What follows belongs to an exercise in optimizing a design on an open flow for small area, a short achievable clock period and few clock cycles; a production flow would make more cautious choices.
Function was checked by simulation only, so behaviour that the tests miss may differ from the original.

==> flow/design.v, too long to show whole: its modules and the start of the top module <==
// module rbm_top: 782 lines
module rbm_top (
  input  logic                   finish,
  input  logic                   rst_n,
  input  rbm_pkg::feature_beat_t in_beat,
  input  logic                   in_valid,
  output logic                   in_ready,
  output rbm_pkg::rbm_result_t   out_result,
  output logic                   out_valid,
  input  logic                   out_ready
);
  // ...
==> flow/flow/run.sh <==
#!/bin/bash
# The standard layout with two changes: the port buffers are buf_4 cells,
# and timing repair keeps working until the setup slack reaches
# SETUP_SLACK_MARGIN (the clock period and constraints are unchanged).
set -euo pipefail
bash standard.sh SETUP_SLACK_MARGIN=6.7 "BUFFER_PORTS_ARGS=-buffer_cell sky130_fd_sc_hd__buf_4" finish > standard.log 2>&1
==> flow/standard.sh <==
#!/bin/bash
# synth_recipe.tcl (not shown) runs the flow's synth.tcl, then flattens the netlist and writes it again
# the make line also repeats each setting of config.mk as NAME=value (left out here)
make -C /OpenROAD-flow-scripts/flow DESIGN_CONFIG=/design/flow/config.mk WORK_HOME=/design/flow/orfs CLKGATE_MAP_FILE= SYNTH_SCRIPT=/design/flow/synth_recipe.tcl "${@:-finish}"
==> flow/config.mk <==
export PLATFORM = sky130hd
export DESIGN_NAME = rbm_top
export DESIGN_NICKNAME = rbm_top
export VERILOG_FILES = /design/flow/design.v
export SDC_FILE = /design/flow/constraint.sdc
export NUM_CORES = 4
export LEC_CHECK = 0
export CAP_MARGIN = 50
export CORE_MARGIN = 2
export CORE_UTILIZATION = 55
export CTS_CLUSTER_DIAMETER = 80
export CTS_CLUSTER_SIZE = 24
export SLEW_MARGIN = 50
==> flow/constraint.sdc <==
create_clock -name core_clock -period 10.0 [get_ports {finish}]
set_input_delay 2.0000 -clock core_clock [delete_from_list [all_inputs] [get_ports {finish}]]
set_output_delay 2.0000 -clock core_clock [all_outputs]
set_load 0.01 [all_outputs]
==> summary.txt, run 1 <==
# TYPE chip_impl_metric gauge
chip_impl_info{name="status",value="no timing/DRC/antenna violations"} 1
chip_impl_metric{name="buffer_area_share",unit="%"} 4.84
chip_impl_metric{name="antenna_cells",unit=""} 0
chip_impl_info{name="ys_top_cells_by_count",value="216 x sky130_fd_sc_hd__dfxtp_1, 188 x sky130_fd_sc_hd__fa_1, 181 x sky130_fd_sc_hd__inv_1"} 1
chip_impl_metric{name="synth.ff_latch_count",unit=""} 257
chip_impl_metric{name="tap_cells",unit=""} 402
chip_impl_metric{name="numCtsBuffers",unit=""} 19
chip_impl_metric{name="cap_violations",unit=""} 0
chip_impl_info{name="global_route.peak_usage_layer",value="met2"} 1
chip_impl_info{name="timing.hold.worst.class",value="flip-flop to flip-flop"} 1
chip_impl_info{name="slowest_stage",value="sky130_fd_sc_hd__dfxtp_2"} 1
chip_impl_metric{name="multi_input_area_share",unit="%"} 57.5
chip_impl_metric{name="gr-usage-met3",unit="%"} 3.31
chip_impl_info{name="routed.top_layer",value="met4"} 1
chip_impl_info{name="worstPathCellList",value="ha_4, nand4_1, nor2_2, o211a_1, a31oi_4, nor2_4, a41oi_2, xnor2_2, buf_4, ha_4, nor2_4, o21ai_4, buf_6, ha_4, a21oi_1, nor2_1, a211oi_1, a311o_1"} 1
chip_impl_metric{name="detail_route.drc_violations",unit=""} 0
chip_impl_metric{name="met2_wirelength",unit="mm"} 20.6
chip_impl_metric{name="seq-cell-share",unit="%"} 28.3
chip_impl_metric{name="hold_path_depth",unit=""} 0
chip_impl_metric{name="multiplexer_share_of_the_synthesized_area",unit="%"} 0.114
chip_impl_metric{name="synth.net_count",unit=""} 2107
chip_impl_metric{name="detailedRoute.firstPassIterationCount",unit=""} 5
chip_impl_metric{name="report.final.hold_viol_count",unit=""} 0
chip_impl_info{name="regMostFlops",value="acc"} 1
chip_impl_metric{name="design_area",unit="um2"} 19600
chip_impl_metric{name="fraction_of_the_mapped_netlist_area_in_compound_gates",unit="%"} 14.8
chip_impl_info{name="hold_path.startpoint",value="d0x[0]"} 1
chip_impl_info{name="postSynth.topFlopCell",value="sky130_fd_sc_hd__dfxtp_1"} 1
chip_impl_metric{name="setup_viol",unit=""} 0
chip_impl_metric{name="grt.met2_usage",unit="%"} 44.2
chip_impl_metric{name="antenna_found_initial",unit=""} 0
chip_impl_metric{name="globalRoute.totalOverflow",unit=""} 0
chip_impl_metric{name="dp_hpwl",unit="mm"} 29.8
chip_impl_metric{name="rows",unit=""} 65
chip_impl_metric{name="start_util",unit="%"} 55.7
chip_impl_metric{name="clock_buffers",unit=""} 19
chip_impl_info{name="critPathLaunchType",value="flip-flop"} 1
chip_impl_metric{name="timing.clock.skew",unit="ps"} 23.5
chip_impl_metric{name="wl_per_cell",unit="um"} 19.2
chip_impl_metric{name="finalWeightedCongestion",unit=""} 0.831
Testbench counts, summed over its fixed seeds: cycles 5,864.
==> run 2, diff against run 1 <==
==> flow/flow/run.sh (replaced) <==
#!/bin/bash
# The standard layout with two changes: the port buffers are buf_4 cells,
# and timing repair keeps working until the setup slack reaches
# SETUP_SLACK_MARGIN (the clock period and constraints are unchanged).
set -euo pipefail
bash standard.sh SETUP_SLACK_MARGIN=6.8 "BUFFER_PORTS_ARGS=-buffer_cell sky130_fd_sc_hd__buf_4" finish > standard.log 2>&1
==> summary.txt, run 2 <==
# TYPE chip_impl_metric gauge
chip_impl_info{name="status",value="no timing/DRC/antenna violations"} 1
chip_impl_metric{name="globalRoute.totalOverflow",unit=""} 0
chip_impl_metric{name="finalWeightedCongestion",unit=""} 0.849
chip_impl_info{name="rsz0062_at_grt",value="true"} 1
chip_impl_metric{name="design_area",unit="um2"} 20000
chip_impl_info{name="worst_r2r_startpoint",value="r[2]"} 1
chip_impl_metric{name="cap_violations",unit=""} 0
chip_impl_info{name="synth_area_leader_cell",value="sky130_fd_sc_hd__dfxtp_1"} 1
chip_impl_metric{name="max_clock_freq",unit="MHz"} 307
chip_impl_info{name="criticalPathCategory",value="flip-flop to output port"} 1
chip_impl_info{name="tritoncts",value="done"} 1
chip_impl_info{name="worstSetupEndpoint",value="out_result[16]"} 1
chip_impl_metric{name="wl_per_cell",unit="um"} 19.6
chip_impl_metric{name="clock_path_buffers",unit=""} 3
chip_impl_metric{name="final_max_slew_viol_count",unit=""} 0
chip_impl_metric{name="clk_transition_reported_paths",unit="ps"} 90
chip_impl_metric{name="worst_hold_slack_across_all_endpoints",unit="ps"} 411
chip_impl_info{name="timing.hold.worst.class",value="flip-flop to flip-flop"} 1
chip_impl_metric{name="worst-endpoint-required",unit="ps"} 8000
chip_impl_metric{name="numCtsBuffers",unit=""} 19
chip_impl_info{name="postSynth.topFlopCell",value="sky130_fd_sc_hd__dfxtp_1"} 1
chip_impl_metric{name="first_global_vias",unit=""} 13300
chip_impl_metric{name="core_area",unit="um2"} 31500
chip_impl_metric{name="tritoncts_num_sinks",unit=""} 257
chip_impl_info{name="critical_path.top_delay_family",value="flip-flops"} 1
chip_impl_metric{name="cp_max_fo",unit=""} 8
chip_impl_info{name="yosysMostFrequentCell",value="sky130_fd_sc_hd__dfxtp_1"} 1
chip_impl_info{name="yosys-top-cells-area",value="sky130_fd_sc_hd__dfxtp_1 25%, sky130_fd_sc_hd__fa_1 21%, sky130_fd_sc_hd__ha_1 6.7%"} 1
chip_impl_metric{name="start_util",unit="%"} 55.7
chip_impl_metric{name="nNetsFinal",unit=""} 2144
chip_impl_metric{name="slowest_stage_delay_cp",unit="ps"} 530
chip_impl_metric{name="report.final.hold_viol_count",unit=""} 0
chip_impl_metric{name="preCtsSetupSlack",unit="ps"} 5980
chip_impl_metric{name="worst_pin_slew",unit="ps"} 625
chip_impl_info{name="ys_top_cells_by_count",value="216 x sky130_fd_sc_hd__dfxtp_1, 188 x sky130_fd_sc_hd__fa_1, 181 x sky130_fd_sc_hd__inv_1"} 1
chip_impl_metric{name="worstRegToRegCells",unit=""} 7
chip_impl_info{name="slowest_stage",value="sky130_fd_sc_hd__edfxtp_1"} 1
chip_impl_metric{name="critical_path_buf_inv_count",unit=""} 1
chip_impl_metric{name="vias",unit=""} 12900
chip_impl_metric{name="yosysUniqueCellTypes",unit=""} 72
chip_impl_metric{name="ys_seq_area_share",unit="%"} 31.4
chip_impl_metric{name="worst_slack",unit="ps"} 6750
chip_impl_metric{name="max_ffs_per_register",unit=""} 95
chip_impl_metric{name="worstSkewPairLatency",unit="ps"} 520
chip_impl_metric{name="proportion_of_synthesized_flip_flops_having_asynchronous_set_or_reset",unit="%"} 4.67
chip_impl_info{name="final_cell_mix",value="189 x sky130_fd_sc_hd__dfxtp_1, 171 x sky130_fd_sc_hd__inv_1, 167 x sky130_fd_sc_hd__fa_1"} 1
chip_impl_metric{name="placement.cell_area",unit="um2"} 18200
chip_impl_metric{name="maxSlewHeadroom",unit="%"} 58.2
chip_impl_metric{name="proportion_of_netlist_area_held_by_the_largest_area_contributor",unit="%"} 24.7
chip_impl_info{name="timing.rr.end",value="acc[2][7]"} 1
chip_impl_metric{name="drt_iter0_drc",unit=""} 934
chip_impl_info{name="critical_path.endpoint_type",value="output port"} 1
chip_impl_metric{name="largest_net_degree_at_the_start_of_global_routing",unit=""} 45
chip_impl_metric{name="port_buffers",unit=""} 58
chip_impl_metric{name="route.detailed.vias_per_inst",unit=""} 5.73
chip_impl_metric{name="finalCriticalPeriod",unit="ps"} 3250
chip_impl_metric{name="setup_viol",unit=""} 0
chip_impl_metric{name="detailedRoute.firstPassIterationCount",unit=""} 8
chip_impl_metric{name="detail-route-antenna-nets",unit=""} 0
chip_impl_info{name="worst_setup_path_startpoint",value="s0[13]"} 1
chip_impl_info{name="regMostFlops",value="acc"} 1
chip_impl_metric{name="cts_max_level",unit=""} 1
chip_impl_metric{name="flow.area_growth_from_synthesis",unit="%"} 14.0
chip_impl_metric{name="dp_hpwl",unit="mm"} 30.1
chip_impl_metric{name="die_height",unit="um"} 183
chip_impl_metric{name="cts_hold_buffers",unit=""} 0
chip_impl_info{name="reg.largest.list",value="acc: 95 flops, pr: 35 flops, r: 16 flops"} 1
chip_impl_metric{name="timing.clock.skew",unit="ps"} 19.0
chip_impl_metric{name="path_depth",unit=""} 1
chip_impl_metric{name="ratio_of_cells_with_drive_above_1_in_the_final_layout",unit="%"} 16.1
chip_impl_metric{name="fin_crit_share",unit="%"} 32.5
chip_impl_info{name="cts-root-buf",value="sky130_fd_sc_hd__clkbuf_16"} 1
chip_impl_metric{name="detail_route.drc_violations",unit=""} 0
chip_impl_metric{name="die_width",unit="um"} 183
chip_impl_metric{name="drt_wl_total",unit="mm"} 44.2
chip_impl_metric{name="grt_usage",unit="%"} 27.3
chip_impl_info{name="worstPathCellList",value="buf_4"} 1
chip_impl_metric{name="num_io_pins",unit=""} 60
chip_impl_metric{name="antenna_found_initial",unit=""} 1
chip_impl_info{name="critPathLaunchType",value="flip-flop"} 1
chip_impl_metric{name="synth-edff-count",unit=""} 29
chip_impl_metric{name="post_synth.cell_area_avg",unit="um2"} 9.70
chip_impl_metric{name="die-area",unit="um2"} 33300
chip_impl_metric{name="setup.reg_to_reg.worst_slack",unit="ps"} 6870
chip_impl_metric{name="synth.net_count",unit=""} 2107
chip_impl_metric{name="yosys_warnings",unit=""} 5
chip_impl_metric{name="post_synth_instance_area",unit="um2"} 17500
chip_impl_metric{name="timing.critical_path.arrival",unit="ps"} 1250
chip_impl_metric{name="grt_pass1_wl",unit="mm"} 71.4
chip_impl_metric{name="synth.ff_latch_count",unit=""} 257
chip_impl_metric{name="postSynthCellCount",unit=""} 1808
chip_impl_info{name="most_common_cell_after_layout_fill_and_taps_aside",value="sky130_fd_sc_hd__dfxtp_1"} 1
chip_impl_metric{name="setup-tns-final",unit="ps"} 0
chip_impl_metric{name="rows",unit=""} 65
-- run 2: worst min path at each step --
stage,start,endpoint,slack [ps],cells after the start
2_1_floorplan,v0,va1,370,0
3_3_place_gp,d0x[0],s0[0],390,0
4_1_cts,d0x[0],s0[0],410,0
6_report,d0x[0],s0[0],410,0
3_5_place_dp,d0x[0],s0[0],390,0
5_1_grt,d0x[0],s0[0],420,0
-- run 2: what timing repair did --
action / CTS / global route
pin swaps: 29 / 24
endpoints found under the setup margin: 81 / 53
cloned: 3 / 1
gates resized for setup: 100 / 70
setup buffers: 27 / 17
-- run 2: logic make-up after synthesis --
group,count (synthesis),synth area share (%)
buf+inv,287,6.47
fa+ha+maj,286,28.4
xor+xnor,102,5.14
mux,2,0.114
simple gates,496,13.7
compound gates,378,14.8
flops,257,31.4
-- run 2: routing by layer --
metal,wire (um),GRT usage (%),vias to the layer above
li1,-,-,6100
met1,19000,36.0,6411
met2,21800,47.3,364
met3,2200,2.93,72
met4,1210,8.42,0
met5,0,0,-
-- run 2: cell type report --
cell class	count	area [um2]
multi-input cells	1265	11400
fillers	2629	11500
well taps	402	503
clock inverters	11	105
inverters	182	716
clock buffers	22	497
repair buffers	120	1160
flip-flops and latches	257	5560
diodes	1	2.50
-- run 2: through the flow --
step / util, % / std cells
floorplan: - / 1808
global placement: 57.8 / 2178
detailed placement: 57.9 / 2178
CTS: 62.1 / 2241
global route: 63.5 / 2259
finish: 63.5 / 2260
==> run 3, diff against run 2 <==
==> flow/flow/run.sh (replaced) <==
#!/bin/bash
# The standard layout with two changes: the port buffers are buf_2 cells,
# and timing repair keeps working until the setup slack reaches
# SETUP_SLACK_MARGIN (the clock period and constraints are unchanged).
set -euo pipefail
bash standard.sh SETUP_SLACK_MARGIN=6.9 "BUFFER_PORTS_ARGS=-buffer_cell sky130_fd_sc_hd__buf_2" finish > standard.log 2>&1
==> summary.txt, run 3 <==
# TYPE chip_impl_metric gauge
chip_impl_metric{name="tritoncts_num_sinks",unit=""} 257
chip_impl_metric{name="vias",unit=""} 13200
chip_impl_metric{name="detailedRoute.firstPassIterationCount",unit=""} 5
chip_impl_metric{name="setup-tns-final",unit="ps"} 0
chip_impl_metric{name="cts_max_level",unit=""} 1
chip_impl_metric{name="grt_usage",unit="%"} 28.0
chip_impl_metric{name="proportion_of_netlist_area_held_by_the_largest_area_contributor",unit="%"} 24.7
chip_impl_metric{name="preCtsSetupSlack",unit="ps"} 6070
chip_impl_metric{name="max_ffs_per_register",unit=""} 95
chip_impl_info{name="synth_area_leader_cell",value="sky130_fd_sc_hd__dfxtp_1"} 1
chip_impl_info{name="critPathLaunchType",value="flip-flop"} 1
chip_impl_metric{name="design_area",unit="um2"} 20700
chip_impl_metric{name="synth.ff_latch_count",unit=""} 257
chip_impl_metric{name="ys_seq_area_share",unit="%"} 31.4
chip_impl_metric{name="worst-endpoint-required",unit="ps"} 10400
chip_impl_info{name="cts-root-buf",value="sky130_fd_sc_hd__clkbuf_16"} 1
chip_impl_metric{name="core_area",unit="um2"} 31500
chip_impl_metric{name="clock_path_buffers",unit=""} 3
chip_impl_info{name="ys_top_cells_by_count",value="216 x sky130_fd_sc_hd__dfxtp_1, 188 x sky130_fd_sc_hd__fa_1, 181 x sky130_fd_sc_hd__inv_1"} 1
chip_impl_metric{name="timing.clock.skew",unit="ps"} 32.4
chip_impl_metric{name="ratio_of_cells_with_drive_above_1_in_the_final_layout",unit="%"} 21.4
chip_impl_metric{name="proportion_of_synthesized_flip_flops_having_asynchronous_set_or_reset",unit="%"} 4.67
chip_impl_metric{name="largest_net_degree_at_the_start_of_global_routing",unit=""} 43
chip_impl_info{name="criticalPathCategory",value="flip-flop to flip-flop"} 1
chip_impl_metric{name="synth.net_count",unit=""} 2107
chip_impl_info{name="final_cell_mix",value="188 x sky130_fd_sc_hd__dfxtp_1, 168 x sky130_fd_sc_hd__inv_1, 151 x sky130_fd_sc_hd__nand2_1"} 1
chip_impl_metric{name="cp_max_fo",unit=""} 4
chip_impl_info{name="postSynth.topFlopCell",value="sky130_fd_sc_hd__dfxtp_1"} 1
chip_impl_metric{name="detail-route-antenna-nets",unit=""} 0
chip_impl_metric{name="start_util",unit="%"} 55.7
chip_impl_metric{name="cts_hold_buffers",unit=""} 0
chip_impl_metric{name="post_synth_instance_area",unit="um2"} 17500
chip_impl_metric{name="yosys_warnings",unit=""} 5
chip_impl_metric{name="antenna_found_initial",unit=""} 0
chip_impl_metric{name="report.final.hold_viol_count",unit=""} 0
chip_impl_metric{name="rows",unit=""} 65
chip_impl_metric{name="worstSkewPairLatency",unit="ps"} 540
chip_impl_info{name="rsz0062_at_grt",value="true"} 1
chip_impl_metric{name="synth-edff-count",unit=""} 29
chip_impl_info{name="timing.hold.worst.class",value="flip-flop to flip-flop"} 1
chip_impl_metric{name="timing.critical_path.arrival",unit="ps"} 3660
chip_impl_metric{name="fin_crit_share",unit="%"} 32.6
chip_impl_metric{name="post_synth.cell_area_avg",unit="um2"} 9.70
chip_impl_metric{name="first_global_vias",unit=""} 13500
chip_impl_info{name="tritoncts",value="done"} 1
chip_impl_metric{name="setup.reg_to_reg.worst_slack",unit="ps"} 6740
chip_impl_metric{name="drt_wl_total",unit="mm"} 46.3
chip_impl_metric{name="worst_pin_slew",unit="ps"} 620
chip_impl_metric{name="postSynthCellCount",unit=""} 1808
chip_impl_info{name="regMostFlops",value="acc"} 1
chip_impl_metric{name="nNetsFinal",unit=""} 2224
chip_impl_metric{name="detail_route.drc_violations",unit=""} 0
chip_impl_metric{name="die_width",unit="um"} 183
chip_impl_metric{name="wl_per_cell",unit="um"} 19.8
chip_impl_metric{name="placement.cell_area",unit="um2"} 18100
chip_impl_metric{name="globalRoute.totalOverflow",unit=""} 0
chip_impl_metric{name="drt_iter0_drc",unit=""} 807
chip_impl_metric{name="max_clock_freq",unit="MHz"} 307
chip_impl_metric{name="flow.area_growth_from_synthesis",unit="%"} 18.1
chip_impl_metric{name="clk_transition_reported_paths",unit="ps"} 100
chip_impl_info{name="reg.largest.list",value="acc: 95 flops, pr: 35 flops, r: 16 flops"} 1
chip_impl_info{name="yosys-top-cells-area",value="sky130_fd_sc_hd__dfxtp_1 25%, sky130_fd_sc_hd__fa_1 21%, sky130_fd_sc_hd__ha_1 6.7%"} 1
chip_impl_metric{name="finalWeightedCongestion",unit=""} 0.839
chip_impl_metric{name="finalCriticalPeriod",unit="ps"} 3260
chip_impl_metric{name="die-area",unit="um2"} 33300
chip_impl_info{name="status",value="no timing/DRC/antenna violations"} 1
chip_impl_metric{name="final_max_slew_viol_count",unit=""} 0
chip_impl_metric{name="cap_violations",unit=""} 0
chip_impl_metric{name="antenna_cells",unit=""} 0
chip_impl_metric{name="worst_slack",unit="ps"} 6740
chip_impl_metric{name="setup_viol",unit=""} 0
chip_impl_metric{name="grt_pass1_wl",unit="mm"} 72.9
chip_impl_metric{name="numCtsBuffers",unit=""} 18
chip_impl_metric{name="yosysUniqueCellTypes",unit=""} 72
chip_impl_metric{name="port_buffers",unit=""} 58
chip_impl_metric{name="maxSlewHeadroom",unit="%"} 58.5
chip_impl_metric{name="dp_hpwl",unit="mm"} 30.0
chip_impl_info{name="yosysMostFrequentCell",value="sky130_fd_sc_hd__dfxtp_1"} 1
chip_impl_metric{name="route.detailed.vias_per_inst",unit=""} 5.65
chip_impl_metric{name="die_height",unit="um"} 183
chip_impl_metric{name="num_io_pins",unit=""} 60
chip_impl_info{name="most_common_cell_after_layout_fill_and_taps_aside",value="sky130_fd_sc_hd__dfxtp_1"} 1
chip_impl_info{name="critical_path.endpoint_type",value="flip-flop"} 1
==> run 3: cell counts after synthesis <==
No cell type changed its count.
==> run 3: cell type report <==
cell class | instances | area (um2)
Sequential cell | 257 | 5580
Timing Repair Buffer | 199 | 1750
Clock buffer | 19 | 475
Inverter | 182 | 727
Fill cell | 2584 | 10800
Timing Repair inverter | 2 | 13.8
Clock inverter | 13 | 158
Multi-Input combinational cell | 1265 | 11500
Tap cell | 402 | 503
==> run 3: repair_timing <==
| action | 4_1_cts | 5_1_grt |
|---|---|---|
| pin swaps | 40 | 61 |
| hold endpoints to repair | 0 | 0 |
| endpoints found under the setup margin | 113 | 93 |
| resized for setup | 110 | 102 |
| gates cloned | 8 | 3 |
| setup buffers | 69 | 47 |
==> run 3: final timing paths <==
check,end,startpoint,depth (start not counted)
max,d1x[2],a0_pend[1],17
min,s1[0],d1x[0],0
max reg2reg,d1x[2],a0_pend[1],17
min reg2reg,s1[0],d1x[0],0
max in group asynchronous,cidle,rst_n,1
min in group asynchronous,v0,rst_n,1
==> run 3: kinds of logic after synthesis <==
family          Yosys count  share of synthesized area, %
compound gates          378                          14.8
xor+xnor                102                          5.14
fa+ha+maj               286                          28.4
buf+inv                 287                          6.47
flops                   257                          31.4
mux                       2                         0.114
simple gates            496                          13.7
==> run 3: per-stage QoR <==
| stage | cells | utilization [%] | hold slack (ps) |
|---|---|---|---|
| global placement | 2179 | 57.5 | 389 |
| detailed placement | 2180 | 57.6 | 396 |
| floorplan | 1808 | - | 372 |
| finish | 2339 | 65.8 | 410 |
| CTS | 2289 | 63.2 | 419 |
| global route | 2339 | 65.8 | 425 |
==> run 3: critical path: stages, from the launching register on <==
cell                      delay [ps]
sky130_fd_sc_hd__dfxtp_2         350
sky130_fd_sc_hd__ha_4            220
sky130_fd_sc_hd__nand4_1          70
sky130_fd_sc_hd__nor2_2           60
sky130_fd_sc_hd__o211a_1         250
sky130_fd_sc_hd__a31oi_4         290
sky130_fd_sc_hd__nor2_4           50
sky130_fd_sc_hd__a41oi_2         190
sky130_fd_sc_hd__xnor2_1         160
sky130_fd_sc_hd__buf_4           160
sky130_fd_sc_hd__ha_4            130
sky130_fd_sc_hd__nor2_4           40
sky130_fd_sc_hd__o21ai_4         280
sky130_fd_sc_hd__inv_2           140
sky130_fd_sc_hd__ha_4            190
sky130_fd_sc_hd__nor2_4          120
sky130_fd_sc_hd__o22ai_1         100
sky130_fd_sc_hd__a221o_1         320
==> run 3: routing by layer <==
metal	track usage, %	vias to the layer above	part of all wire (%)
met5	0	-	0
met4	8.52	0	3.1
met3	3.83	76	5.2
met2	48.6	348	49
met1	36.4	6532	42
li1	-	6268	-
==> run 4, diff against run 3 <==
==> flow/flow/run.sh (replaced) <==
#!/bin/bash
# The standard layout with two changes: the port buffers are buf_2 cells,
# and timing repair keeps working until the setup slack reaches
# SETUP_SLACK_MARGIN (the clock period and constraints are unchanged).
set -euo pipefail
bash standard.sh SETUP_SLACK_MARGIN=6.8 "BUFFER_PORTS_ARGS=-buffer_cell sky130_fd_sc_hd__buf_2" finish > standard.log 2>&1
--- a/flow/config.mk
+++ b/flow/config.mk
@@ -6,8 +6,8 @@
 export NUM_CORES = 4
 export LEC_CHECK = 0
-export CAP_MARGIN = 50
+export CAP_MARGIN = 20
 export CORE_MARGIN = 2
 export CORE_UTILIZATION = 55
 export CTS_CLUSTER_DIAMETER = 80
 export CTS_CLUSTER_SIZE = 24
-export SLEW_MARGIN = 50
+export SLEW_MARGIN = 20
==> summary.txt, run 4 <==
# TYPE chip_impl_metric gauge
chip_impl_info{name="ys_top_cells_by_count",value="216 x sky130_fd_sc_hd__dfxtp_1, 188 x sky130_fd_sc_hd__fa_1, 181 x sky130_fd_sc_hd__inv_1"} 1
chip_impl_info{name="postSynth.topFlopCell",value="sky130_fd_sc_hd__dfxtp_1"} 1
chip_impl_metric{name="postSynthCellCount",unit=""} 1808
chip_impl_metric{name="numCtsBuffers",unit=""} 18
chip_impl_metric{name="num_io_pins",unit=""} 60
chip_impl_metric{name="placedCellCount",unit=""} 2174
chip_impl_metric{name="post_synth_instance_area",unit="um2"} 17500
chip_impl_metric{name="setup-tns-final",unit="ps"} 0
chip_impl_metric{name="proportion_of_synthesized_flip_flops_having_asynchronous_set_or_reset",unit="%"} 4.67
chip_impl_info{name="regMostFlops",value="acc"} 1
chip_impl_metric{name="cp_max_fo",unit=""} 2
chip_impl_metric{name="yosysUniqueCellTypes",unit=""} 72
chip_impl_metric{name="design_area",unit="um2"} 19800
chip_impl_metric{name="grt_pass1_wl",unit="mm"} 70.3
chip_impl_metric{name="final_max_slew_viol_count",unit=""} 0
chip_impl_metric{name="max_ffs_per_register",unit=""} 95
chip_impl_info{name="timing.hold.worst.class",value="flip-flop to flip-flop"} 1
chip_impl_metric{name="flow.area_growth_from_synthesis",unit="%"} 13.0
chip_impl_metric{name="synth.net_count",unit=""} 2107
chip_impl_metric{name="placement.cell_area",unit="um2"} 18000
chip_impl_metric{name="timing.clock.skew",unit="ps"} 22.7
chip_impl_metric{name="drt_wl_total",unit="mm"} 44.1
chip_impl_metric{name="dp_hpwl",unit="mm"} 29.7
chip_impl_info{name="tritoncts",value="done"} 1
chip_impl_metric{name="detail-route-antenna-nets",unit=""} 0
chip_impl_info{name="synth_area_leader_cell",value="sky130_fd_sc_hd__dfxtp_1"} 1
chip_impl_metric{name="detailedRoute.firstPassIterationCount",unit=""} 5
chip_impl_metric{name="route.detailed.vias_per_inst",unit=""} 5.62
chip_impl_metric{name="nNetsFinal",unit=""} 2152
chip_impl_metric{name="post_synth.cell_area_avg",unit="um2"} 9.70
chip_impl_metric{name="finalCriticalPeriod",unit="ps"} 3200
chip_impl_info{name="yosysMostFrequentCell",value="sky130_fd_sc_hd__dfxtp_1"} 1
chip_impl_metric{name="finalWeightedCongestion",unit=""} 0.840
chip_impl_info{name="final_cell_mix",value="185 x sky130_fd_sc_hd__dfxtp_1, 174 x sky130_fd_sc_hd__inv_1, 156 x sky130_fd_sc_hd__fa_1"} 1
chip_impl_metric{name="report.final.hold_viol_count",unit=""} 0
chip_impl_info{name="yosys-top-cells-area",value="sky130_fd_sc_hd__dfxtp_1 25%, sky130_fd_sc_hd__fa_1 21%, sky130_fd_sc_hd__ha_1 6.7%"} 1
chip_impl_metric{name="ys_seq_area_share",unit="%"} 31.4
chip_impl_metric{name="drt_iter0_drc",unit=""} 645
chip_impl_info{name="reg.largest.list",value="acc: 95 flops, pr: 35 flops, r: 16 flops"} 1
chip_impl_info{name="critPathLaunchType",value="flip-flop"} 1
chip_impl_metric{name="wl_per_cell",unit="um"} 19.4
chip_impl_metric{name="worst_pin_slew",unit="ps"} 783
chip_impl_metric{name="proportion_of_netlist_area_held_by_the_largest_area_contributor",unit="%"} 24.7
chip_impl_info{name="critical_path.endpoint_type",value="output port"} 1
chip_impl_info{name="worstPathCellList",value="buf_6"} 1
chip_impl_metric{name="die_width",unit="um"} 183
chip_impl_metric{name="core_area",unit="um2"} 31500
chip_impl_metric{name="worstSkewPairLatency",unit="ps"} 530
chip_impl_info{name="critical_path.top_delay_family",value="flip-flops"} 1
chip_impl_metric{name="cts_hold_buffers",unit=""} 0
chip_impl_metric{name="first_global_vias",unit=""} 13200
chip_impl_info{name="cts-root-buf",value="sky130_fd_sc_hd__clkbuf_16"} 1
chip_impl_metric{name="slowest_stage_delay_cp",unit="ps"} 570
chip_impl_metric{name="yosys_warnings",unit=""} 5
chip_impl_metric{name="vias",unit=""} 12700
chip_impl_metric{name="critical_path_buf_inv_count",unit=""} 1
chip_impl_metric{name="synth.ff_latch_count",unit=""} 257
chip_impl_info{name="rsz0062_at_grt",value="true"} 1
chip_impl_metric{name="port_buffers",unit=""} 58
chip_impl_metric{name="grt_usage",unit="%"} 26.9
chip_impl_metric{name="setup_viol",unit=""} 0
chip_impl_metric{name="cts_max_level",unit=""} 1
chip_impl_metric{name="cap_violations",unit=""} 0
chip_impl_metric{name="max_clock_freq",unit="MHz"} 312
chip_impl_metric{name="fin_crit_share",unit="%"} 32.0
chip_impl_metric{name="detail_route.drc_violations",unit=""} 0
chip_impl_metric{name="globalRoute.totalOverflow",unit=""} 0
chip_impl_metric{name="post_layout_nonfiller_instances",unit=""} 2267
chip_impl_info{name="most_common_cell_after_layout_fill_and_taps_aside",value="sky130_fd_sc_hd__dfxtp_1"} 1
chip_impl_metric{name="timing.critical_path.arrival",unit="ps"} 1200
chip_impl_metric{name="clk_transition_reported_paths",unit="ps"} 90
chip_impl_info{name="slowest_stage",value="sky130_fd_sc_hd__dfstp_2"} 1
chip_impl_metric{name="start_util",unit="%"} 55.7
chip_impl_metric{name="maxSlewHeadroom",unit="%"} 47.5
chip_impl_metric{name="clock_path_buffers",unit=""} 3
chip_impl_info{name="criticalPathCategory",value="flip-flop to output port"} 1
chip_impl_metric{name="largest_net_degree_at_the_start_of_global_routing",unit=""} 65
chip_impl_metric{name="synth-edff-count",unit=""} 29
chip_impl_metric{name="ratio_of_cells_with_drive_above_1_in_the_final_layout",unit="%"} 16.8
chip_impl_metric{name="die_height",unit="um"} 183
chip_impl_metric{name="antenna_cells",unit=""} 0
chip_impl_metric{name="tritoncts_num_sinks",unit=""} 257
chip_impl_metric{name="die-area",unit="um2"} 33300
chip_impl_metric{name="worst-endpoint-required",unit="ps"} 8000
chip_impl_info{name="status",value="no timing/DRC/antenna violations"} 1
chip_impl_metric{name="worst_hold_slack_across_all_endpoints",unit="ps"} 406
chip_impl_metric{name="rows",unit=""} 65
chip_impl_metric{name="antenna_found_initial",unit=""} 0
-- run 4: changes by cell type in the layout (fill, tap and decap cells not counted), sizes merged --
cell    change
bufinv      -1
clkbuf      +2
clkinv      -2
bufbuf      -2
inv         +1
buf        -70
-- run 4: cells by family (layout without fill, tap and decap cells) --
kind of cell,count (synthesis),in the layout,synth area share [%]
compound gates,378,379,14.8
xor+xnor,102,102,5.14
fa+ha+maj,286,286,28.4
buf+inv,287,343,6.47
flops,257,257,31.4
mux,2,2,0.114
simple gates,496,496,13.7
-- run 4: worst paths after layout --
kind | cells past startpoint | slack [ps] | start | end
min | 0 | 410 | d1x[0] | s1[0]
max in group asynchronous | 1 | 8330 | rst_n | cidle
max reg2reg | 14 | 6810 | acc[0][8] | d0x[3]
min in group asynchronous | 1 | 1370 | rst_n | npend[0]
min reg2reg | 0 | 410 | d1x[0] | s1[0]
max | 1 | 6800 | in_ready | in_ready
-- run 4: through the flow --
step | util [%] | setup WS [ps]
final | 63.0 | 6800
after global routing | 63.0 | 6680
after CTS | 61.4 | 6740
after detailed placement | 57.2 | 5970
after global placement | 57.2 | 5990
after floorplan | - | 6750
-- run 4: layer usage --
metal	wire length (um)	global-route usage (%)	vias to the layer above
met5	0	0	-
met2	21600	47.2	290
met4	1210	7.00	0
met1	19100	34.9	6280
met3	2140	3.87	61
li1	-	-	6109
-- run 4: area by class of cell --
class	instances	area (um2)
Clock inverter	11	128
Inverter	182	707
Timing Repair Buffer	127	1000
Clock buffer	21	493
Sequential cell	257	5570
Multi-Input combinational cell	1265	11400
Tap cell	402	503
Timing Repair inverter	2	12.5
Fill cell	2692	11700
-- run 4: timing repair --
item,in CTS,in global routing
pin swaps,30,33
endpoints found under the hold margin,0,0
resized for setup,108,68
endpoints found under the setup margin,95,62
gates cloned,3,3
buffers inserted,31,24
==> run 5, diff against run 4 <==
--- a/flow/config.mk
+++ b/flow/config.mk
@@ -6,8 +6,8 @@
 export NUM_CORES = 4
 export LEC_CHECK = 0
-export CAP_MARGIN = 20
+export CAP_MARGIN = 50
 export CORE_MARGIN = 2
 export CORE_UTILIZATION = 55
 export CTS_CLUSTER_DIAMETER = 80
 export CTS_CLUSTER_SIZE = 24
-export SLEW_MARGIN = 20
+export SLEW_MARGIN = 50
==> summary.txt, run 5 <==
# TYPE chip_impl_metric gauge
chip_impl_info{name="status",value="no timing/DRC/antenna violations"} 1
chip_impl_metric{name="port_buffers",unit=""} 58
chip_impl_metric{name="proportion_of_synthesized_flip_flops_having_asynchronous_set_or_reset",unit="%"} 4.67
chip_impl_metric{name="wl_per_cell",unit="um"} 19.6
chip_impl_metric{name="core_area",unit="um2"} 31500
chip_impl_metric{name="timing.clock.skew",unit="ps"} 18.8
chip_impl_metric{name="globalRoute.totalOverflow",unit=""} 0
chip_impl_info{name="yosys-top-cells-area",value="sky130_fd_sc_hd__dfxtp_1 25%, sky130_fd_sc_hd__fa_1 21%, sky130_fd_sc_hd__ha_1 6.7%"} 1
chip_impl_metric{name="ratio_of_cells_with_drive_above_1_in_the_final_layout",unit="%"} 15.5
chip_impl_metric{name="max_clock_freq",unit="MHz"} 313
chip_impl_info{name="timing.hold.worst.class",value="flip-flop to flip-flop"} 1
chip_impl_metric{name="placedCellCount",unit=""} 2174
chip_impl_info{name="criticalPathCategory",value="flip-flop to output port"} 1
chip_impl_metric{name="post_layout_nonfiller_instances",unit=""} 2256
chip_impl_info{name="critPathLaunchType",value="flip-flop"} 1
chip_impl_metric{name="post_synth_instance_area",unit="um2"} 17500
chip_impl_metric{name="first_global_vias",unit=""} 13200
chip_impl_metric{name="worst_slack",unit="ps"} 6800
chip_impl_metric{name="start_util",unit="%"} 55.7
chip_impl_info{name="critical_path.endpoint_type",value="output port"} 1
chip_impl_info{name="global_route.peak_usage_layer",value="met2"} 1
chip_impl_metric{name="die-area",unit="um2"} 33300
chip_impl_metric{name="drt_iter0_drc",unit=""} 718
chip_impl_metric{name="tritoncts_num_sinks",unit=""} 257
chip_impl_metric{name="setup_viol",unit=""} 0
chip_impl_metric{name="clock_path_buffers",unit=""} 3
chip_impl_metric{name="synth.net_count",unit=""} 2107
chip_impl_metric{name="grt.met2_usage",unit="%"} 46.7
chip_impl_metric{name="numCtsBuffers",unit=""} 19
chip_impl_metric{name="grt_pass1_wl",unit="mm"} 70.6
chip_impl_metric{name="fin_crit_share",unit="%"} 32.0
chip_impl_metric{name="route.detailed.vias_per_inst",unit=""} 5.65
chip_impl_metric{name="cp_max_fo",unit=""} 2
chip_impl_info{name="cts-root-buf",value="sky130_fd_sc_hd__clkbuf_16"} 1
chip_impl_metric{name="cts_max_level",unit=""} 1
chip_impl_metric{name="yosysUniqueCellTypes",unit=""} 72
chip_impl_metric{name="report.final.hold_viol_count",unit=""} 0
chip_impl_info{name="regMostFlops",value="acc"} 1
chip_impl_metric{name="cts_hold_buffers",unit=""} 0
chip_impl_metric{name="antenna_found_initial",unit=""} 0
chip_impl_metric{name="drt_wl_total",unit="mm"} 44.2
chip_impl_metric{name="maxSlewHeadroom",unit="%"} 58.2
chip_impl_metric{name="detail_route.drc_violations",unit=""} 0
chip_impl_metric{name="antenna_cells",unit=""} 0
chip_impl_metric{name="setup-tns-final",unit="ps"} 0
chip_impl_metric{name="gr-usage-met3",unit="%"} 3.83
chip_impl_metric{name="worstRegToRegCells",unit=""} 16
chip_impl_metric{name="worst_pin_slew",unit="ps"} 627
chip_impl_info{name="final_cell_mix",value="185 x sky130_fd_sc_hd__dfxtp_1, 172 x sky130_fd_sc_hd__inv_1, 171 x sky130_fd_sc_hd__fa_1"} 1
chip_impl_metric{name="nNetsFinal",unit=""} 2141
chip_impl_info{name="postSynth.topFlopCell",value="sky130_fd_sc_hd__dfxtp_1"} 1
chip_impl_metric{name="max_ffs_per_register",unit=""} 95
chip_impl_metric{name="num_io_pins",unit=""} 60
chip_impl_info{name="ys_top_cells_by_count",value="216 x sky130_fd_sc_hd__dfxtp_1, 188 x sky130_fd_sc_hd__fa_1, 181 x sky130_fd_sc_hd__inv_1"} 1
chip_impl_info{name="tritoncts",value="done"} 1
chip_impl_info{name="yosysMostFrequentCell",value="sky130_fd_sc_hd__dfxtp_1"} 1
chip_impl_metric{name="yosys_warnings",unit=""} 5
chip_impl_metric{name="hold_path_depth",unit=""} 0
chip_impl_info{name="synth_area_leader_cell",value="sky130_fd_sc_hd__dfxtp_1"} 1
chip_impl_metric{name="worst-endpoint-required",unit="ps"} 8000
chip_impl_metric{name="proportion_of_netlist_area_held_by_the_largest_area_contributor",unit="%"} 24.7
chip_impl_metric{name="worst_hold_slack_across_all_endpoints",unit="ps"} 409
chip_impl_metric{name="detail-route-antenna-nets",unit=""} 0
chip_impl_metric{name="die_height",unit="um"} 183
chip_impl_info{name="most_common_cell_after_layout_fill_and_taps_aside",value="sky130_fd_sc_hd__dfxtp_1"} 1
chip_impl_metric{name="dp_hpwl",unit="mm"} 29.8
chip_impl_metric{name="preCtsSetupSlack",unit="ps"} 5970
chip_impl_metric{name="timing.critical_path.arrival",unit="ps"} 1200
chip_impl_metric{name="clk_transition_reported_paths",unit="ps"} 100
chip_impl_metric{name="worstSkewPairLatency",unit="ps"} 520
chip_impl_metric{name="final_max_slew_viol_count",unit=""} 0
chip_impl_metric{name="detailedRoute.firstPassIterationCount",unit=""} 5
chip_impl_metric{name="use_met1",unit="%"} 35.2
chip_impl_metric{name="postSynthCellCount",unit=""} 1808
chip_impl_metric{name="vias",unit=""} 12700
chip_impl_metric{name="finalCriticalPeriod",unit="ps"} 3200
chip_impl_metric{name="finalWeightedCongestion",unit=""} 0.840
chip_impl_metric{name="rows",unit=""} 65
chip_impl_metric{name="die_width",unit="um"} 183
chip_impl_metric{name="post_synth.cell_area_avg",unit="um2"} 9.70
chip_impl_info{name="rsz0062_at_grt",value="true"} 1
chip_impl_metric{name="ys_seq_area_share",unit="%"} 31.4
chip_impl_metric{name="cap_violations",unit=""} 0
chip_impl_metric{name="largest_net_degree_at_the_start_of_global_routing",unit=""} 65
chip_impl_metric{name="synth.ff_latch_count",unit=""} 257
chip_impl_info{name="reg.largest.list",value="acc: 95 flops, pr: 35 flops, r: 16 flops"} 1
chip_impl_metric{name="flow.area_growth_from_synthesis",unit="%"} 12.6
chip_impl_metric{name="synth-edff-count",unit=""} 29
chip_impl_metric{name="grt_usage",unit="%"} 26.8
## run 5: cell counts after synthesis
Identical to the previous run, type by type.
## run 5: cells by family (layout without fill, tap and decap cells)
logic type               count (synthesis)  after routing  synth area share (%)
AND/OR/NAND/NOR                        496            496                  13.7
XOR/XNOR                               102            102                  5.14
multiplexers                             2              2                 0.114
adder cells (fa/ha/maj)                286            286                  28.4
buffers and inverters                  287            332                  6.47
flip-flops                             257            257                  31.4
AO/OA/AOI/OAI                          378            379                  14.8
## run 5: worst max-delay path, stage by stage (launching register included)
cell                       delay [ps]
sky130_fd_sc_hd__edfxtp_1         390
sky130_fd_sc_hd__buf_4            160
sky130_fd_sc_hd__buf_2            130
## run 5: path summary, 6_finish.rpt
kind	from	end	slack [ps]
worst max-delay path	s0[0]	out_result[1]	6800
worst min-delay path	d1x[0]	s1[0]	410
worst max register to register	a0_pend[1]	d1x[2]	6840
worst min register to register	d1x[0]	s1[0]	410
max in group asynchronous	rst_n	in_ready	8320
min in group asynchronous	rst_n	cnt[0]	1370
## run 5: through the flow
stage / utilization [%] / area, um2
after floorplan: - / 17600
after global placement: 57.2 / 18000
after detailed placement: 57.3 / 18000
after CTS: 61.3 / 19300
after global routing: 62.7 / 19700
final: 62.7 / 19700
## run 5: timing repair
item,CTS,global route
pin swaps,28,22
setup endpoints to repair,80,57
buffers inserted,22,22
gates cloned,1,4
resized for setup,95,53
## run 5: area by class of cell
type,count,area (um2)
fill,2733,11700
multi-input combinational,1265,11400
sequential,257,5570
timing repair buffer,116,922
inverter,182,731
clock buffer,24,524
tap,402,503
clock inverter,9,121
timing repair inverter,1,8.76
## run 5: metal layers
metal  wire (um)  vias up
li1            -     6106
met1       19400     6298
met2       21900      269
met3        1990       63
met4         984        0
met5           0        -
==> run 6, diff against run 5 <==
--- a/flow/config.mk
+++ b/flow/config.mk
@@ -8,5 +8,5 @@
 export CAP_MARGIN = 50
 export CORE_MARGIN = 2
-export CORE_UTILIZATION = 55
+export CORE_UTILIZATION = 65
 export CTS_CLUSTER_DIAMETER = 80
 export CTS_CLUSTER_SIZE = 24
==> summary.txt, run 6 <==
# TYPE chip_impl_metric gauge
chip_impl_info{name="status",value="no timing/DRC/antenna violations"} 1
chip_impl_metric{name="synth.net_count",unit=""} 2107
chip_impl_metric{name="detail_route.drc_violations",unit=""} 0
chip_impl_info{name="worst_setup_path_startpoint",value="acc[0][8]"} 1
chip_impl_info{name="regMostFlops",value="acc"} 1
chip_impl_metric{name="rows",unit=""} 60
chip_impl_metric{name="setup-tns-final",unit="ps"} 0
chip_impl_metric{name="worstRegToRegCells",unit=""} 15
chip_impl_metric{name="fraction_of_the_mapped_netlist_area_in_compound_gates",unit="%"} 14.8
chip_impl_metric{name="ratio_of_cells_with_drive_above_1_in_the_final_layout",unit="%"} 14.5
chip_impl_metric{name="nNetsFinal",unit=""} 2131
chip_impl_info{name="critical_path.endpoint_type",value="flip-flop"} 1
chip_impl_info{name="reg.largest.list",value="acc: 95 flops, pr: 35 flops, r: 16 flops"} 1
chip_impl_info{name="combinational_family_with_the_most_area_after_synthesis",value="adder cells"} 1
chip_impl_metric{name="post_synth.cell_area_avg",unit="um2"} 9.70
chip_impl_metric{name="synth.ff_latch_count",unit=""} 257
chip_impl_metric{name="ys_seq_area_share",unit="%"} 31.4
chip_impl_metric{name="grt_pass1_wl",unit="mm"} 68.8
chip_impl_metric{name="timing.clock.skew",unit="ps"} 21.7
chip_impl_info{name="ys_top_cells_by_count",value="216 x sky130_fd_sc_hd__dfxtp_1, 188 x sky130_fd_sc_hd__fa_1, 181 x sky130_fd_sc_hd__inv_1"} 1
chip_impl_metric{name="synth_xor_xnor_area_share",unit="%"} 5.14
chip_impl_info{name="final_cell_mix",value="183 x sky130_fd_sc_hd__dfxtp_1, 178 x sky130_fd_sc_hd__fa_1, 174 x sky130_fd_sc_hd__inv_1"} 1
chip_impl_metric{name="antenna_cells",unit=""} 0
chip_impl_metric{name="drt_wl_total",unit="mm"} 43.1
chip_impl_metric{name="cts_hold_buffers",unit=""} 0
chip_impl_metric{name="max_clock_freq",unit="MHz"} 311
chip_impl_metric{name="simple_gate_area_share_of_the_yosys_netlist",unit="%"} 13.7
chip_impl_metric{name="antenna_found_initial",unit=""} 0
chip_impl_metric{name="grt_usage",unit="%"} 30.5
chip_impl_info{name="tritoncts",value="done"} 1
chip_impl_metric{name="num_io_pins",unit=""} 60
chip_impl_info{name="postSynth.topFlopCell",value="sky130_fd_sc_hd__dfxtp_1"} 1
chip_impl_metric{name="port_buffers",unit=""} 58
chip_impl_metric{name="globalRoute.totalOverflow",unit=""} 0
chip_impl_metric{name="vias",unit=""} 13100
chip_impl_metric{name="multiplexer_share_of_the_synthesized_area",unit="%"} 0.114
chip_impl_metric{name="finalCriticalPeriod",unit="ps"} 3210
chip_impl_metric{name="yosys_warnings",unit=""} 5
chip_impl_info{name="yosysMostFrequentCell",value="sky130_fd_sc_hd__dfxtp_1"} 1
chip_impl_info{name="critPathLaunchType",value="flip-flop"} 1
chip_impl_metric{name="post_synth_instance_area",unit="um2"} 17500
chip_impl_metric{name="clk_transition_reported_paths",unit="ps"} 110
chip_impl_metric{name="proportion_of_netlist_area_held_by_the_largest_area_contributor",unit="%"} 24.7
chip_impl_metric{name="cts_max_level",unit=""} 1
chip_impl_metric{name="synth-edff-count",unit=""} 29
chip_impl_metric{name="start_util",unit="%"} 65.6
chip_impl_metric{name="postSynthCellCount",unit=""} 1808
chip_impl_metric{name="worst_pin_slew",unit="ps"} 664
chip_impl_metric{name="detailedRoute.firstPassIterationCount",unit=""} 5
chip_impl_metric{name="timing.critical_path.arrival",unit="ps"} 3610
chip_impl_info{name="synth_area_leader_cell",value="sky130_fd_sc_hd__dfxtp_1"} 1
chip_impl_info{name="rsz0062_at_grt",value="true"} 1
chip_impl_metric{name="setup.reg_to_reg.worst_slack",unit="ps"} 6790
chip_impl_metric{name="die_height",unit="um"} 168
chip_impl_metric{name="preCtsSetupSlack",unit="ps"} 6180
chip_impl_metric{name="die_width",unit="um"} 168
chip_impl_metric{name="wl_per_cell",unit="um"} 19.8
chip_impl_metric{name="cap_violations",unit=""} 0
chip_impl_metric{name="worstSkewPairLatency",unit="ps"} 510
chip_impl_info{name="worst_r2r_startpoint",value="acc[0][8]"} 1
chip_impl_metric{name="max_ffs_per_register",unit=""} 95
chip_impl_metric{name="cp_max_fo",unit=""} 4
chip_impl_metric{name="report.final.hold_viol_count",unit=""} 0
chip_impl_info{name="timing.rr.end",value="d0x[3]"} 1
chip_impl_metric{name="proportion_of_synthesized_flip_flops_having_asynchronous_set_or_reset",unit="%"} 4.67
chip_impl_metric{name="fill_cells",unit=""} 1979
chip_impl_metric{name="drt_iter0_drc",unit=""} 1035
chip_impl_metric{name="yosysUniqueCellTypes",unit=""} 72
chip_impl_info{name="most_common_cell_after_layout_fill_and_taps_aside",value="sky130_fd_sc_hd__dfxtp_1"} 1
chip_impl_info{name="timing.hold.worst.class",value="flip-flop to flip-flop"} 1
chip_impl_metric{name="finalWeightedCongestion",unit=""} 0.863
chip_impl_info{name="criticalPathCategory",value="flip-flop to flip-flop"} 1
chip_impl_metric{name="flow.area_growth_from_synthesis",unit="%"} 10.9
chip_impl_metric{name="clock_path_buffers",unit=""} 3
chip_impl_metric{name="maxSlewHeadroom",unit="%"} 55.5
chip_impl_metric{name="numCtsBuffers",unit=""} 16
chip_impl_metric{name="final_max_slew_viol_count",unit=""} 0
chip_impl_metric{name="synth_adder_area_share",unit="%"} 28.4
chip_impl_metric{name="fin_crit_share",unit="%"} 32.1
chip_impl_info{name="cts-root-buf",value="sky130_fd_sc_hd__clkbuf_16"} 1
chip_impl_metric{name="route.detailed.vias_per_inst",unit=""} 5.99
chip_impl_metric{name="dp_hpwl",unit="mm"} 29.1
chip_impl_metric{name="largest_net_degree_at_the_start_of_global_routing",unit=""} 65
chip_impl_metric{name="detail-route-antenna-nets",unit=""} 0
chip_impl_metric{name="worst_slack",unit="ps"} 6790
chip_impl_metric{name="core_area",unit="um2"} 26700
chip_impl_metric{name="utilization_after_layout",unit="%"} 72.8
chip_impl_metric{name="setup_viol",unit=""} 0
chip_impl_metric{name="die-area",unit="um2"} 28300
chip_impl_metric{name="worst-endpoint-required",unit="ps"} 10390
chip_impl_info{name="yosys-top-cells-area",value="sky130_fd_sc_hd__dfxtp_1 25%, sky130_fd_sc_hd__fa_1 21%, sky130_fd_sc_hd__ha_1 6.7%"} 1
chip_impl_metric{name="first_global_vias",unit=""} 13200
chip_impl_info{name="worstSetupEndpoint",value="d0x[3]"} 1
chip_impl_metric{name="tritoncts_num_sinks",unit=""} 257
[run 6: worst max-delay path: stages (launching register included)]
cell and delay [ps]:
sky130_fd_sc_hd__dfxtp_2 350, sky130_fd_sc_hd__ha_4 260, sky130_fd_sc_hd__nand4_1 100, sky130_fd_sc_hd__nor2_2 140, sky130_fd_sc_hd__o211a_1 220, sky130_fd_sc_hd__a31oi_4 140
sky130_fd_sc_hd__buf_12 150, sky130_fd_sc_hd__o31ai_4 200, sky130_fd_sc_hd__xnor2_2 170, sky130_fd_sc_hd__ha_2 250, sky130_fd_sc_hd__nor2_4 50, sky130_fd_sc_hd__o21ai_4 210
sky130_fd_sc_hd__ha_4 250, sky130_fd_sc_hd__nor4_2 270, sky130_fd_sc_hd__a31oi_1 70, sky130_fd_sc_hd__o22a_1 260
[run 6: worst min path at each step]
stage | start | endpoint | cells past startpoint
finish | d0x[0] | s0[0] | 0
global route | d0x[0] | s0[0] | 0
floorplan | v0 | va1 | 0
CTS | d0x[0] | s0[0] | 0
detailed placement | d0x[0] | s0[0] | 0
global placement | d0x[0] | s0[0] | 0
[run 6: kinds of logic after synthesis]
family	Yosys count
multiplexers	2
adder cells (fa/ha/maj)	286
XOR/XNOR	102
AO/OA/AOI/OAI	378
flip-flops	257
AND/OR/NAND/NOR	496
buffers and inverters	287
[run 6: stage by stage]
stage	area [um2]	hold WS [ps]	cells
after floorplan	17600	372	1808
after global placement	17900	389	2111
after detailed placement	17900	395	2111
after CTS	19100	417	2167
after global routing	19400	427	2183
final	19400	417	2183
[run 6: metal layers]
metal  vias to the layer above  track usage (%)  share of wire [%]
met4                         0             9.33                3.1
met1                      6431             42.5                 43
met2                       472             50.0                 47
met5                         -                0                  0
met3                        80             4.35                6.3
li1                       6086                -                  -
[run 6: repair_timing]
action / 4_1_cts / 5_1_grt
gates cloned: 2 / 4
buffers inserted: 26 / 12
endpoints found under the setup margin: 73 / 57
resized for setup: 88 / 62
pin swaps: 31 / 24
[run 6: area by class of cell]
cell class	count	area (um2)	share of cell area [%]
clock buffers	22	464	2.39
clock inverters	6	65.1	0.335
inverters	182	722	3.71
multi-input cells	1265	11300	58.2
flip-flops and latches	257	5580	28.7
well taps	341	427	2.19
repair buffers	109	863	4.44
repair inverters	1	8.76	0.0450

## what the ideal ports hide
In the flow no input, the clock included, has a driving cell. The finished layouts below were timed again as built, in two steps.
Step 1 assumes that a clkbuf_16 drives the clock port and a buf_2 every other input.
Step 2 times the ports against the registers' clock, not the clock port: input delays grow and output delays shrink by t, the midpoint of the rising clock arrivals with the driver on.
Three values: ideal, step 1, step 2; two values: the first two.
run | t (ns) | setup slack, ns | hold WS [ns] | worst setup path after step 2 | worst register clock-pin slew, ns
run 1 | 0.569 | 6.709 / 6.692 / 6.451 | 0.410 / 0.410 / 0.410 | input to register | 0.10 / 0.10
run 2 | 0.561 | 6.747 / 6.696 / 6.417 | 0.411 / 0.411 / 0.411 | input to register | 0.09 / 0.09
run 3 | 0.571 | 6.740 / 6.740 / 6.495 | 0.410 / 0.410 / 0.410 | input to register | 0.10 / 0.10
run 4 | 0.567 | 6.798 / 6.748 / 6.355 | 0.406 / 0.406 / 0.406 | input to register | 0.10 / 0.10
run 5 | 0.561 | 6.801 / 6.750 / 6.368 | 0.409 / 0.409 / 0.409 | input to register | 0.10 / 0.10
run 6 | 0.553 | 6.787 / 6.742 / 6.433 | 0.417 / 0.417 / 0.417 | input to register | 0.11 / 0.11
After both steps setup and hold are still met in every run listed. For run 4, which loses most, drivers alone change the setup slack by -0.050 ns; drivers and shift together by -0.443 ns.
